This is an optimization exercise on Yosys and OpenROAD, whose aim is small area, a short achievable clock period and few clock cycles, not a production implementation.
Function was checked by simulation only, so behaviour that the tests miss may differ from the original.

==> ember <==
## cnn_conv_engine
module cnn_conv_engine
#(
   parameter int DATA_W = 16,
   parameter int ADDR_W = 12,
   parameter int DIM_W  = 8,
   parameter int K      = 3,
   parameter int ACC_W  = 40
) (
   input  logic              clk_i,
   input  logic              rst_ni,
   input  logic              start_i,
   input  logic [ADDR_W-1:0] img_base_i,
   input  logic [ADDR_W-1:0] ker_base_i,
   input  logic [ADDR_W-1:0] out_base_i,
   input  logic [DIM_W-1:0]  img_w_i,
   input  logic [DIM_W-1:0]  img_h_i,
   input  logic [4:0]        shift_i,
   output logic              mem_rd_req_o,
   output logic              mem_wr_req_o,
   output logic [ADDR_W-1:0] mem_addr_o,
   output logic [DATA_W-1:0] mem_wdata_o,
   input  logic [DATA_W-1:0] mem_rdata_i,
   input  logic              mem_ready_i,
   output logic              busy_o,
   output logic              done_o,
   output logic              err_o
);
export LEC_CHECK = 0
export CAP_MARGIN = 20
export CORE_MARGIN = 2
export CORE_UTILIZATION = 62
export PLACE_DENSITY = 0.75
export SETUP_SLACK_MARGIN = 5
export SLEW_MARGIN = 20
create_clock -name core_clock -period 10.5 [get_ports {clk_i}]
standard.sh (not shown) runs the stock make flow with config.mk's settings and CLKGATE_MAP_FILE= SYNTH_SCRIPT=/design/flow/synth_recipe.tcl, a recipe that flattens the netlist after the stock synthesis.
==> flow/flow/run.sh <==
#!/bin/bash
set -euo pipefail
MARGIN=6.5
sed -E "s/SETUP_SLACK_MARGIN=[-0-9.]+/SETUP_SLACK_MARGIN=${MARGIN}/" standard.sh > standard_margin.sh
grep -q "SETUP_SLACK_MARGIN=${MARGIN}" standard_margin.sh
bash standard_margin.sh > standard.log 2>&1
==> sierra (differences from ember) <==
--- a/flow/design.v
+++ b/flow/design.v
@@ -16,28 +16,18 @@
    parameter int ACC_W  = 35
 ) (
    input  logic [ACC_W-1:0]  acc_i,
    input  logic [4:0]        shift_i,
    output logic [DATA_W-1:0] res_o
 );
-   localparam int HW = ACC_W - DATA_W + 1;    
-   logic [ACC_W+DATA_W-2:0] ext;
-   logic [DATA_W-1:0]       win;
-   logic [HW-1:0]           diff, above;
-   logic                    sgn, ovf;
-   assign sgn  = acc_i[ACC_W-1];
-   assign ext  = {{(DATA_W-1){sgn}}, acc_i};
-   assign win  = DATA_W'(ext >> shift_i);
-   always_comb begin
-      for (int k = 0; k < HW; k++) begin
-         diff[k]  = acc_i[DATA_W-1+k] ^ sgn;
-         above[k] = 5'(k) >= shift_i;
-      end
-   end
-   assign ovf   = |(diff & above);
-   assign res_o = ovf ? {sgn, {(DATA_W-1){~sgn}}} : win;
+   logic signed [ACC_W-1:0] acc_s, sh;
+   logic                    ovf;
+   assign acc_s = acc_i;
+   assign sh    = acc_s >>> shift_i;
+   assign ovf   = ~(&sh[ACC_W-1:DATA_W-1]) & (|sh[ACC_W-1:DATA_W-1]);
+   assign res_o = ovf ? {sh[ACC_W-1], {(DATA_W-1){~sh[ACC_W-1]}}} : sh[DATA_W-1:0];
 endmodule
 module cnn_mul (
    input  logic [7:0]  neg_i,
    input  logic [7:0]  one_i,
    input  logic [7:0]  two_i,
    input  logic [15:0] b_i,
@@ -448,18 +438,15 @@
    logic [2:0]        p0c_q, p1c_q;
    logic [AW-1:0]     ps_q [3];
    logic [AW-1:0]     pc_q [3];
    logic [2:0]        sel0_q, sel1_q, fresh_q;
    logic              row_q;
    logic              rd_q, wr_q;
-   logic              lastcol_q, lastcol_nx;         
-   logic [ADDR_W-1:0] rdelta_q, wdelta_q;
    logic [ADDR_W-1:0] addr_q;
    logic              busy_nx, kload_nx, oddm_nx, flush_nx, first_nx, last_nx, odd_nx;
    logic              run_nx, rds_nx, wrs_nx, wv_nx;
-   logic [ADDR_W-1:0] rdelta_nx, wdelta_nx;
    logic [5:0]        slot_nx;
    logic [2:0]        c3_nx;
    logic [1:0]        wcnt_nx;
    logic [DIM_W-1:0]  x_nx, rem_nx;
    logic [ADDR_W-1:0] raddr_nx, wptr_nx;
    logic              accept, bad_dims, run, xz, lastcol;
@@ -485,13 +472,13 @@
    logic [AW-1:0]     pc [3];
    logic [DATA_W-1:0] kv_n [3];
    logic [DATA_W-1:0] sat;
    assign accept   = start_i & ~busy_q;
    assign bad_dims = img_w_i < DIM_W'(3) || img_h_i < DIM_W'(3);
    assign run      = busy_q & ~kload_q;
-   assign lastcol  = lastcol_q;
+   assign lastcol  = x_q == '0;
    assign kdone    = kload_q & mem_ready_i & lastcol;
    assign xz       = wcnt_q == 2'd0;
    assign rdreq    = rd_q & ~kload_q;
    assign wrreq    = wr_q;
    assign adv      = ~(rd_q | wr_q) | mem_ready_i;
    assign colend_c = slot_q[5] | (slot_q[4] & odd_q) | (slot_q[3] & oddm_q);
@@ -507,14 +494,21 @@
    assign err_o        = err_q;
    assign w12    = ADDR_W'(w_q);
    assign d_1m2w = ADDR_W'(1) - (w12 << 1);
    assign d_1m3w = d_1m2w - w12;
    assign ow12   = w12 - ADDR_W'(2);
    assign d_1mow = ADDR_W'(3) - w12;
-   assign rdelta = rdelta_q;
-   assign wdelta = wdelta_q;
+   always_comb begin
+      if (kload_q)                                 rdelta = ADDR_W'(1);
+      else if (slot_q[5])                          rdelta = lastcol ? d_1m2w : d_1m3w;
+      else if ((slot_q[3] | slot_q[2]) & odd_q)    rdelta = d_1m2w;
+      else                                         rdelta = w12;
+      if (slot_q[4])           wdelta = xz ? ADDR_W'(1) : d_1mow;
+      else if (oddm_q)         wdelta = ADDR_W'(1);
+      else                     wdelta = ow12;
+   end
    assign row  = slot_q[0] | slot_q[5] | (slot_q[3] & ~oddm_q);
    assign shft = slot_q[1] | (slot_q[3] & ~oddm_q);
    always_comb begin
       slot_n = (colend_c | jobend_c) ? 6'b000001 : {slot_q[4:0], 1'b0};
       oddm_n = oddm_q;
       c3_n   = c3_q;
@@ -550,26 +544,26 @@
          .s_o   (ps[j]),
          .c_o   (pc[j])
       );
    end
    always_ff @(posedge clk_i) begin
       for (int j = 0; j < 3; j++) begin
-         ps_q[j] <= ~ps[j];
-         pc_q[j] <= ~pc[j];
+         ps_q[j] <= ps[j];
+         pc_q[j] <= pc[j];
       end
       row_q   <= row;
       fresh_q <= {3{shft}} & c3_q;
       sel0_q  <= {3{~row}} & ~({3{shft}} & c3_q);
       sel1_q  <= {3{row}} & ~({3{shft}} & c3_q);
    end
    always_comb begin
       for (int j = 0; j < 3; j++) begin
          ain[j]  = ({AW{fresh_q[j]}} & BWC9) | ({AW{sel1_q[j]}} & p1_q[j]) | ({AW{sel0_q[j]}} & p0_q[j]);
          ainc[j] = (sel1_q[j] & p1c_q[j]) | (sel0_q[j] & p0c_q[j]);
-         cs_s[j] = ain[j] ^ ~ps_q[j] ^ ~pc_q[j];
-         cs_c[j] = ((ain[j] & ~ps_q[j]) | (ain[j] & ~pc_q[j]) | (~ps_q[j] & ~pc_q[j])) << 1;
+         cs_s[j] = ain[j] ^ ps_q[j] ^ pc_q[j];
+         cs_c[j] = ((ain[j] & ps_q[j]) | (ain[j] & pc_q[j]) | (ps_q[j] & pc_q[j])) << 1;
          {sumc[j], sum[j][LW-1:0]} = {1'b0, cs_s[j][LW-1:0]} + {1'b0, cs_c[j][LW-1:0]};
          sum[j][AW-1:LW] = HW'(({cs_s[j][AW-1:LW], ainc[j]} + {cs_c[j][AW-1:LW], 1'b1}) >> 1);
       end
    end
    assign cap_en  = (slot_q[0] & ~oddm_q) | (slot_q[1] & oddm_q) | (slot_q[2] & ~oddm_q);
    assign cap_row = slot_q[2];
@@ -650,20 +644,12 @@
          end
       end
       run_nx = busy_nx & ~kload_nx;
       rds_nx = slot_nx[0] | slot_nx[1] | (slot_nx[2] & oddm_nx) | (slot_nx[3] & ~oddm_nx) | slot_nx[5];
       wrs_nx = (slot_nx[2] & ~oddm_nx) | (slot_nx[3] & oddm_nx) | slot_nx[4];
       wv_nx  = flush_nx | (wcnt_nx == 2'd3) | ((wcnt_nx == 2'd0) & ~first_nx);
-      lastcol_nx = x_nx == '0;
-      if (kload_nx)                                   rdelta_nx = ADDR_W'(1);
-      else if (slot_nx[5])                            rdelta_nx = lastcol_nx ? d_1m2w : d_1m3w;
-      else if ((slot_nx[3] | slot_nx[2]) & odd_nx)    rdelta_nx = d_1m2w;
-      else                                            rdelta_nx = w12;
-      if (slot_nx[4])          wdelta_nx = (wcnt_nx == 2'd0) ? ADDR_W'(1) : d_1mow;
-      else if (oddm_nx)        wdelta_nx = ADDR_W'(1);
-      else                     wdelta_nx = ow12;
    end
    always_ff @(posedge clk_i or negedge rst_ni) begin
       if (!rst_ni) begin
          busy_q  <= 1'b0;
          kload_q <= 1'b0;
          done_q  <= 1'b0;
@@ -692,15 +678,12 @@
       rem_q   <= rem_nx;
       last_q  <= last_nx;
       odd_q   <= odd_nx;
       raddr_q <= raddr_nx;
       wptr_q  <= wptr_nx;
       addr_q  <= wrs_nx ? wptr_nx : raddr_nx;
-      lastcol_q <= lastcol_nx;
-      rdelta_q  <= rdelta_nx;
-      wdelta_q  <= wdelta_nx;
       if (accept) begin
          w_q     <= img_w_i;
          shift_q <= shift_i;
          ibase_q <= img_base_i;
       end
       if (kload_q && mem_ready_i) begin
==> flow/config.mk (replaced) <==
export PLATFORM = sky130hd
export DESIGN_NAME = cnn_conv_engine
export DESIGN_NICKNAME = cnn_conv_engine
export VERILOG_FILES = /design/flow/design.v
export SDC_FILE = /design/flow/constraint.sdc
export NUM_CORES = 4
export LEC_CHECK = 0
export CAP_MARGIN = 20
export CORE_MARGIN = 2
export CORE_UTILIZATION = 40
export PLACE_DENSITY = 0.6
export SETUP_SLACK_MARGIN = 5
export SLEW_MARGIN = 20
==> notes <==
- Against ember, the via count of sierra is higher by 0.47%.
- ember produced a clean layout. sierra ran to the end with no violations.
- In ember the worst hold slack is better than in sierra, by 0.052 ns.
- Synthesized cell count: sierra is higher than ember (about 2.6%).
- In sierra the sequential share of layout area is lower than in ember, by 1.7 points.
- In ember the core utilization is higher than in sierra, by 23 points.
- Against sierra, the die area of ember is smaller by about 35%.
==> figures <==
Cell count of the worst hold path: sierra 1; ember 0
WL final: sierra 162,000 µm; ember 149,000 µm
Setup crit end: sierra addr_q[4]$_DFF_P_; ember p1_q[0][17]$_DFFE_PP_
Largest net degree at the start of global routing: sierra 93; ember 79
Post-placement setup slack: sierra 4.53 ns; ember 4.82 ns
Sequential cell count: sierra 770; ember 791
Xor/xnor share of the synthesized area: sierra 8.94%; ember 9.18%
Core Util, Final: sierra 45.9%; ember 68.9%
Worst hold path endpoint: sierra first_q$_DFF_P_; ember ker_q[2][4]$_DFFE_PN_
Outcome: sierra finished clean; ember finished clean
First-pass GRT wire length: sierra 245,000 µm; ember 227,000 µm
Antenna fix cells: sierra 2; ember 0
Largest fanout on the critical path: sierra 5; ember 36
Final HPWL DP: sierra 106,000 µm; ember 97,300 µm
Post-synth design cell area: sierra 53,300 µm²; ember 53,000 µm²
Testbench counts of ember, summed over its fixed seeds: cycles 58,378.
Testbench counts of sierra, summed over its fixed seeds: cycles 58,378.


==> run a <==
Another version of the RTL of cnn_conv_engine (not shown whole).
==> flow/config.mk <==
export PLATFORM = sky130hd
export DESIGN_NAME = cnn_conv_engine
export DESIGN_NICKNAME = cnn_conv_engine
export VERILOG_FILES = /design/flow/design.v
export SDC_FILE = /design/flow/constraint.sdc
export NUM_CORES = 4
export LEC_CHECK = 0
export CAP_MARGIN = 20
export CORE_MARGIN = 2
export CORE_UTILIZATION = 40
export PLACE_DENSITY = 0.6
export SETUP_SLACK_MARGIN = 5
export SLEW_MARGIN = 20
==> flow/constraint.sdc <==
create_clock -name core_clock -period 10.5 [get_ports {clk_i}]
set_input_delay 2.1000 -clock core_clock [delete_from_list [all_inputs] [get_ports {clk_i}]]
set_output_delay 2.1000 -clock core_clock [all_outputs]
set_load 0.01 [all_outputs]
Scripts as last shown in full above: flow/flow/run.sh
==> inputs of run b, as changes to run a <==
--- a/flow/design.v
+++ b/flow/design.v
@@ -16,18 +16,28 @@
    parameter int ACC_W  = 35
 ) (
    input  logic [ACC_W-1:0]  acc_i,
    input  logic [4:0]        shift_i,
    output logic [DATA_W-1:0] res_o
 );
-   logic signed [ACC_W-1:0] acc_s, sh;
-   logic                    ovf;
-   assign acc_s = acc_i;
-   assign sh    = acc_s >>> shift_i;
-   assign ovf   = ~(&sh[ACC_W-1:DATA_W-1]) & (|sh[ACC_W-1:DATA_W-1]);
-   assign res_o = ovf ? {sh[ACC_W-1], {(DATA_W-1){~sh[ACC_W-1]}}} : sh[DATA_W-1:0];
+   localparam int HW = ACC_W - DATA_W + 1;    
+   logic [ACC_W+DATA_W-2:0] ext;
+   logic [DATA_W-1:0]       win;
+   logic [HW-1:0]           diff, above;
+   logic                    sgn, ovf;
+   assign sgn  = acc_i[ACC_W-1];
+   assign ext  = {{(DATA_W-1){sgn}}, acc_i};
+   assign win  = DATA_W'(ext >> shift_i);
+   always_comb begin
+      for (int k = 0; k < HW; k++) begin
+         diff[k]  = acc_i[DATA_W-1+k] ^ sgn;
+         above[k] = 5'(k) >= shift_i;
+      end
+   end
+   assign ovf   = |(diff & above);
+   assign res_o = ovf ? {sgn, {(DATA_W-1){~sgn}}} : win;
 endmodule
 module cnn_mul (
    input  logic [7:0]  neg_i,
    input  logic [7:0]  one_i,
    input  logic [7:0]  two_i,
    input  logic [15:0] b_i,
@@ -540,26 +550,26 @@
          .s_o   (ps[j]),
          .c_o   (pc[j])
       );
    end
    always_ff @(posedge clk_i) begin
       for (int j = 0; j < 3; j++) begin
-         ps_q[j] <= ps[j];
-         pc_q[j] <= pc[j];
+         ps_q[j] <= ~ps[j];
+         pc_q[j] <= ~pc[j];
       end
       row_q   <= row;
       fresh_q <= {3{shft}} & c3_q;
       sel0_q  <= {3{~row}} & ~({3{shft}} & c3_q);
       sel1_q  <= {3{row}} & ~({3{shft}} & c3_q);
    end
    always_comb begin
       for (int j = 0; j < 3; j++) begin
          ain[j]  = ({AW{fresh_q[j]}} & BWC9) | ({AW{sel1_q[j]}} & p1_q[j]) | ({AW{sel0_q[j]}} & p0_q[j]);
          ainc[j] = (sel1_q[j] & p1c_q[j]) | (sel0_q[j] & p0c_q[j]);
-         cs_s[j] = ain[j] ^ ps_q[j] ^ pc_q[j];
-         cs_c[j] = ((ain[j] & ps_q[j]) | (ain[j] & pc_q[j]) | (ps_q[j] & pc_q[j])) << 1;
+         cs_s[j] = ain[j] ^ ~ps_q[j] ^ ~pc_q[j];
+         cs_c[j] = ((ain[j] & ~ps_q[j]) | (ain[j] & ~pc_q[j]) | (~ps_q[j] & ~pc_q[j])) << 1;
          {sumc[j], sum[j][LW-1:0]} = {1'b0, cs_s[j][LW-1:0]} + {1'b0, cs_c[j][LW-1:0]};
          sum[j][AW-1:LW] = HW'(({cs_s[j][AW-1:LW], ainc[j]} + {cs_c[j][AW-1:LW], 1'b1}) >> 1);
       end
    end
    assign cap_en  = (slot_q[0] & ~oddm_q) | (slot_q[1] & oddm_q) | (slot_q[2] & ~oddm_q);
    assign cap_row = slot_q[2];
- CORE_UTILIZATION: 40 -> 70
- PLACE_DENSITY: 0.6 -> 0.82
==> run notes <==
Result of the run: run b timing/DRC/antenna clean; run a timing/DRC/antenna clean
Total area of sequential cells: run b 21,100 sq um; run a 21,100 sq um
Effective utilization at floorplan: run b 71.0%; run a 40.3%
Setup repair bufs after CTS: run b 11; run a 13
Summed instance area of the synthesized netlist: run b 53,000 sq um; run a 53,700 sq um
Wire length on met3: run b 18.8 mm; run a 12.2 mm
Area share of fa/ha/maj cells after synthesis: run b 17.4%; run a 17.2%
Data required, critical path: run b 10.90 ns; run a 11.10 ns
Clock latency (worst-skew pair): run b 0.68 ns; run a 0.71 ns
Largest net degree at the start of global routing: run b 79; run a 76
Sequential fraction of total cell area: run b 36.1%; run a 34.7%
GP Congestion: run b 0.965; run a 0.869
Post-Synthesis Cells: run b 4,934; run a 5,110
Die boundary width: run b 279 um; run a 370 um
Multi-input gates: run b 3,197; run a 3,267
Y dimension of the die: run b 279 um; run a 370 um
Worst slack after detailed placement: run b 4.77 ns; run a 4.57 ns
Testbench counts of run a, summed over its fixed seeds: cycles 58,378.
Testbench counts of run b, summed over its fixed seeds: cycles 58,378.

## static timing again, ports no longer ideal
The flow's constraints put no driver on any port. The routed layouts listed below were extracted and timed again, unchanged, in two steps.
Step 1: set_driving_cell puts a clkbuf_16 on clk_i and a buf_2 on each other input, an assumption about the parent block.
Step 2, shift: input delay + t, output delay - t, t = (earliest + latest rising clock arrival at the registers) / 2. This alone moves slack from input paths to output paths.
a / b / c = no drivers / after step 1 / after step 2; a / b = the first two.
| run | t, ns | setup slack, ns | clock arrival spread, ns |
|---|---|---|---|
| ember | 0.730 | 6.571 / 6.536 / 5.877 | 0.031 / 0.031 |
| sierra | 0.754 | 6.369 / 6.369 / 5.901 | 0.040 / 0.040 |
| run a | 0.774 | 6.529 / 6.505 / 5.808 | 0.049 / 0.049 |
| run b | 0.727 | 6.445 / 6.445 / 5.795 | 0.050 / 0.050 |
After both steps every run listed still meets setup and hold. For run a, which loses most, drivers alone change the setup slack by -0.024 ns; drivers and shift together by -0.721 ns.
